Source: an optimization exercise on an open RTL-to-GDS flow (aim: small area and a short achievable clock period). Production flows keep margins and buffers that such runs may drop.
Function was checked by simulation only, so behaviour that the tests miss may differ from the original.

== harbor ==
==> flow/design.v <==
`timescale 1ns/1ps
package cmd_track_pkg;
   typedef struct packed
   {
      logic [8-1:0] tag;
   } cmd_issue_t;
   typedef struct packed
   {
      logic [$clog2(16)-1:0] slot;
   } cmd_cpl_t;
   typedef struct packed
   {
      logic [$clog2(16)-1:0] slot;
      logic [8-1:0]  tag;
      logic [16-1:0]   age;
   } cmd_timeout_t;
   typedef struct packed
   {
      logic                   we;
      logic [2-1:0] addr;
      logic [16-1:0]   wdata;
   } cmd_reg_req_t;
   typedef struct packed
   {
      logic                 en;
      logic [16-1:0] thresh;
   } cmd_cfg_t;
endpackage
`timescale 1ns/1ps
module cmd_track_cfg (
   input  logic                         clk,
   input  logic                         rst_n,
   input  cmd_track_pkg::cmd_reg_req_t  reg_req,
   input  logic [2-1:0]       reg_addr_rd,
   output logic [16-1:0]         reg_rdata,
   output cmd_track_pkg::cmd_cfg_t      cfg,
   input  logic                         to_fire
);
logic                 en_q;
logic [16-1:0] thresh_q;
logic [16-1:0] count_q;
logic                 wr_ctrl;
logic                 wr_thresh;
assign wr_ctrl = reg_req.we && (reg_req.addr == 2'd0);
assign wr_thresh = reg_req.we && (reg_req.addr == 2'd1);
always_ff @(posedge clk)
begin
   if (!rst_n)
   begin
      en_q <= 1'b0;
      thresh_q <= '0;
      count_q <= '0;
   end
   else
   begin
      if (wr_ctrl)
      begin
         en_q <= reg_req.wdata[0];
      end
      if (wr_thresh)
      begin
         thresh_q <= reg_req.wdata;
      end
      if (to_fire && (count_q != '1))
      begin
         count_q <= count_q + 1'b1;
      end
   end
end
always_comb
begin
   case (reg_addr_rd)
      2'd0:   reg_rdata = {{(16-1){1'b0}}, en_q};
      2'd1: reg_rdata = thresh_q;
      2'd2:  reg_rdata = count_q;
      default:         reg_rdata = '0;
   endcase
end
assign cfg.en = en_q;
assign cfg.thresh = thresh_q;
endmodule
`timescale 1ns/1ps
module cmd_track_top (
   input  logic                          clk,
   input  logic                          rst_n,
   input  logic [8-1:0]         issue_tag,
   input  logic                          issue_valid,
   output logic                          issue_ready,
   output logic [$clog2(16)-1:0]        issue_slot,
   input  logic [$clog2(16)-1:0]        cpl_slot,
   input  logic                          cpl_valid,
   output logic [$clog2(16)-1:0]        to_slot,
   output logic [8-1:0]         to_tag,
   output logic [16-1:0]          to_age,
   output logic                          to_valid,
   input  logic                          to_ready,
   input  logic                          reg_we,
   input  logic [2-1:0]        reg_addr,
   input  logic [16-1:0]          reg_wdata,
   input  logic [2-1:0]        reg_addr_rd,
   output logic [16-1:0]          reg_rdata
);
localparam int N  = 16;
localparam int SW = $clog2(16);
localparam int TW = 8;
localparam int AW = 16;
cmd_track_pkg::cmd_reg_req_t   reg_req;
cmd_track_pkg::cmd_cfg_t       cfg;
assign reg_req.we = reg_we;
assign reg_req.addr = reg_addr;
assign reg_req.wdata = reg_wdata;
logic [AW-1:0]  now_q;
logic [N-1:0]   busy_q;
logic [TW-1:0]  tag_q   [N];
logic [AW-1:0]  stamp_q [N];
logic [N*N-1:0] ord_q;
logic           rec_valid_q;
logic [AW-1:0]  rec_age_q;
logic           rec_lo_q;
logic           to_valid_q;
logic [SW-1:0]  to_slot_q;
logic [TW-1:0]  to_tag_q;
logic [N-1:0]   free_oh;
logic [N-1:0]   half_oh;
logic [N-1:0]   old_oh;
logic [N-1:0]   rec_oh;
logic [AW-1:0]  stamp_lo;
logic [AW-1:0]  stamp_hi;
logic [AW-1:0]  age_lo;
logic [AW-1:0]  age_hi;
logic           wrap_lo;
logic           wrap_hi;
logic           any_lo;
logic           any_hi;
logic           lo_older;
logic           cpl_hit_rec;
logic           cpl_half;
logic [N-1:0]   cpl_oh;
logic [N-1:0]   clr;
logic [SW-1:0]  old_slot;
logic [TW-1:0]  old_tag;
logic           any_busy;
logic           cpl_hit;
logic           fire;
logic           to_fire;
always_comb
begin
   for (int i = 0; i < N; i++)
   begin
      free_oh[i] = ~busy_q[i];
      for (int j = 0; j < i; j++)
      begin
         free_oh[i] = free_oh[i] & busy_q[j];
      end
   end
end
always_comb
begin
   for (int i = 0; i < N; i++)
   begin
      half_oh[i] = busy_q[i];
      for (int j = 0; j < N; j++)
      begin
         if ((j / (N/2)) == (i / (N/2)))
         begin
            if (j < i)
               half_oh[i] = half_oh[i] & (~busy_q[j] | ~ord_q[j*N+i]);
            else if (j > i)
               half_oh[i] = half_oh[i] & (~busy_q[j] | ord_q[i*N+j]);
         end
      end
   end
end
always_comb
begin
   stamp_lo = '0;
   stamp_hi = '0;
   for (int i = 0; i < N/2; i++)
   begin
      stamp_lo = stamp_lo | (half_oh[i] ? stamp_q[i] : '0);
      stamp_hi = stamp_hi | (half_oh[i+N/2] ? stamp_q[i+N/2] : '0);
   end
end
assign any_lo = |busy_q[N/2-1:0];
assign any_hi = |busy_q[N-1:N/2];
assign {wrap_lo, age_lo} = {1'b0, now_q} - {1'b0, stamp_lo};
assign {wrap_hi, age_hi} = {1'b0, now_q} - {1'b0, stamp_hi};
assign lo_older = !any_hi ||
                  (any_lo && ((wrap_lo != wrap_hi) ? wrap_lo : (stamp_lo < stamp_hi)));
assign old_oh = lo_older ? {{(N/2){1'b0}}, half_oh[N/2-1:0]} :
                           {half_oh[N-1:N/2], {(N/2){1'b0}}};
assign rec_oh = rec_lo_q ? {{(N/2){1'b0}}, half_oh[N/2-1:0]} :
                           {half_oh[N-1:N/2], {(N/2){1'b0}}};
always_comb
begin
   logic [TW-1:0]   tag_lo;
   logic [TW-1:0]   tag_hi;
   logic [SW-2:0]   slot_lo;
   logic [SW-2:0]   slot_hi;
   issue_slot = '0;
   tag_lo = '0;
   tag_hi = '0;
   slot_lo = '0;
   slot_hi = '0;
   for (int i = 0; i < N; i++)
   begin
      issue_slot = issue_slot | (free_oh[i] ? i[SW-1:0] : '0);
   end
   for (int i = 0; i < N/2; i++)
   begin
      tag_lo = tag_lo | (half_oh[i] ? tag_q[i] : '0);
      tag_hi = tag_hi | (half_oh[i+N/2] ? tag_q[i+N/2] : '0);
      slot_lo = slot_lo | (half_oh[i] ? i[SW-2:0] : '0);
      slot_hi = slot_hi | (half_oh[i+N/2] ? i[SW-2:0] : '0);
   end
   old_tag = rec_lo_q ? tag_lo : tag_hi;
   old_slot = rec_lo_q ? {1'b0, slot_lo} : {1'b1, slot_hi};
end
assign issue_ready = ~&busy_q;
assign any_busy = |busy_q;
always_comb
begin
   for (int i = 0; i < N; i++)
   begin
      cpl_oh[i] = cpl_valid && (cpl_slot == i[SW-1:0]);
   end
end
assign cpl_half = cpl_valid && half_oh[cpl_slot];
assign cpl_hit = cpl_half && (cpl_slot[SW-1] != lo_older);
assign cpl_hit_rec = cpl_half && (cpl_slot[SW-1] != rec_lo_q);
assign fire = cfg.en && rec_valid_q && (rec_age_q >= cfg.thresh) &&
              !to_valid_q && !cpl_hit_rec;
assign clr = cpl_oh | (fire ? rec_oh : '0);
assign to_fire = to_valid_q & to_ready;
always_ff @(posedge clk)
begin
   if (!rst_n)
   begin
      now_q <= '0;
      busy_q <= '0;
      rec_valid_q <= 1'b0;
      to_valid_q <= 1'b0;
   end
   else
   begin
      now_q <= now_q + 1'b1;
      busy_q <= (busy_q & ~clr) | (issue_valid ? free_oh : '0);
      rec_valid_q <= any_busy && !cpl_hit && !fire;
      if (fire)
      begin
         to_valid_q <= 1'b1;
      end
      else if (to_ready)
      begin
         to_valid_q <= 1'b0;
      end
   end
end
always_ff @(posedge clk)
begin
   rec_lo_q <= lo_older;
   if (!fire && !(to_valid_q && !to_ready))
   begin
      rec_age_q <= lo_older ? age_lo : age_hi;
   end
   if (fire)
   begin
      to_slot_q <= old_slot;
      to_tag_q <= old_tag;
   end
end
for (genvar i = 0; i < N; i++)
begin : g_slot
   always_ff @(posedge clk)
   begin
      if (free_oh[i])
      begin
         tag_q[i] <= issue_tag;
         stamp_q[i] <= now_q;
      end
   end
   for (genvar j = i + 1; j < (i / (N/2) + 1) * (N/2); j++)
   begin : g_ord
      always_ff @(posedge clk)
      begin
         if (free_oh[j])
            ord_q[i*N+j] <= 1'b1;
         else if (free_oh[i])
            ord_q[i*N+j] <= 1'b0;
      end
   end
end
assign to_valid = to_valid_q;
assign to_slot = to_slot_q;
assign to_tag = to_tag_q;
assign to_age = rec_age_q;
cmd_track_cfg u_cfg (
   .clk          (clk),
   .rst_n        (rst_n),
   .reg_req      (reg_req),
   .reg_addr_rd  (reg_addr_rd),
   .reg_rdata    (reg_rdata),
   .cfg          (cfg),
   .to_fire      (to_fire)
);
endmodule
export LEC_CHECK = 0
export CAP_MARGIN = 20
export CORE_MARGIN = 2
export CORE_UTILIZATION = 75
export CTS_CLUSTER_DIAMETER = 80
export CTS_CLUSTER_SIZE = 25
export SLEW_MARGIN = 20
create_clock -name core_clock -period 11.5 [get_ports {clk}]
standard.sh (not shown) runs the stock make flow with config.mk's settings and CLKGATE_MAP_FILE= SYNTH_SCRIPT=/design/flow/synth_recipe.tcl, a recipe that flattens the netlist after the stock synthesis.
==> flow/flow/run.sh <==
#!/bin/bash
# The standard layout, with plain buffers (buf_1) on the ports instead of the
# delay cells buffer_ports picks by default, and timing repair aiming for
# 6.0 ns of setup slack; make's output goes to standard_flow.log, each tool's
# log stays under orfs/logs
set -euo pipefail
export BUFFER_PORTS_ARGS="-buffer_cell sky130_fd_sc_hd__buf_1"
bash standard.sh finish SETUP_SLACK_MARGIN=6.0 > standard_flow.log 2>&1
The following lists how xenon was set up differently from harbor:
==> flow/design.v, changed modules only <==
module cmd_track_cfg (
   input  logic                         clk,
   input  logic                         rst_n,
   input  cmd_track_pkg::cmd_reg_req_t  reg_req,
   input  logic [2-1:0]       reg_addr_rd,
   output logic [16-1:0]         reg_rdata,
   output cmd_track_pkg::cmd_cfg_t      cfg,
   input  logic                         to_fire
);
logic                 en_q;
logic [16-1:0] thresh_q;
logic [16-1:0] count_q;
logic [16-1:0] count_inc;
logic                 count_full;
logic                 wr_ctrl;
logic                 wr_thresh;
assign wr_ctrl = reg_req.we && (reg_req.addr == 2'd0);
assign wr_thresh = reg_req.we && (reg_req.addr == 2'd1);
always_ff @(posedge clk)
begin
   if (!rst_n)
   begin
      en_q <= 1'b0;
      thresh_q <= '0;
      count_q <= '0;
   end
   else
   begin
      if (wr_ctrl)
      begin
         en_q <= reg_req.wdata[0];
      end
      if (wr_thresh)
      begin
         thresh_q <= reg_req.wdata;
      end
      if (to_fire && !count_full)
      begin
         count_q <= count_inc;
      end
   end
end
assign {count_full, count_inc} = {1'b0, count_q} + 1'b1;
always_comb
begin
   case (reg_addr_rd)
      2'd0:   reg_rdata = {{(16-1){1'b0}}, en_q};
      2'd1: reg_rdata = thresh_q;
      2'd2:  reg_rdata = count_q;
      default:         reg_rdata = '0;
   endcase
end
assign cfg.en = en_q;
assign cfg.thresh = thresh_q;
endmodule
Results
The lower layout-stage area growth over the synthesis result of harbor and xenon is in harbor.
The worst hold slack on xenon is in line with that on harbor.
harbor has higher worst reg-to-reg path cell count than xenon.
| height of the die | xenon vs harbor | ≈ equal |
The number of instances in the synthesized netlist in xenon was higher than what harbor gave.
First-iteration DRC count, harbor and xenon: lower on harbor
When xenon is measured against harbor, its final worst setup slack turns out 0.038 ns lower.
The faster design of the two is harbor; xenon tops out lower.
harbor has completed all stages; timing, DRC and antenna checks passed.
Both conditions hold for xenon: the flow ran to the end and the final layout passed the timing, design-rule and antenna checks.
Top-level port count: harbor vs xenon, no meaningful difference
Maximum VDD drop (higher): xenon
The cell area of xenon and that of harbor are within noise of each other.
Count of non-CTS buffers in the layout: lower on xenon
Total detailed-routing wirelength is higher on xenon

## port drivers added, routing unchanged
The results above use ideal ports. As a check the final layouts listed here were re-extracted and re-timed, cells and wires unchanged. Step 1, drivers: a clkbuf_16 drives clk and a buf_2 each remaining input, both assumed. Step 2 also shifts input and output timing later by t, the mid clock arrival at the registers, as if the neighbouring blocks saw the same clock. Three values: ideal ports, drivers, drivers and shift; two values: the first two.
run | t (ns) | slack for setup (ns) | worst setup path at the end | worst data-port slew with drivers (ns)
harbor | 0.645 | 6.090 / 6.068 / 6.068 | input to output | 0.06
xenon | 0.649 | 6.052 / 6.026 / 6.026 | input to output | 0.06
After both steps setup and hold are still met in every run listed. The setup slack of xenon, which loses most, moves by -0.026 ns with the drivers and by -0.026 ns with both steps.
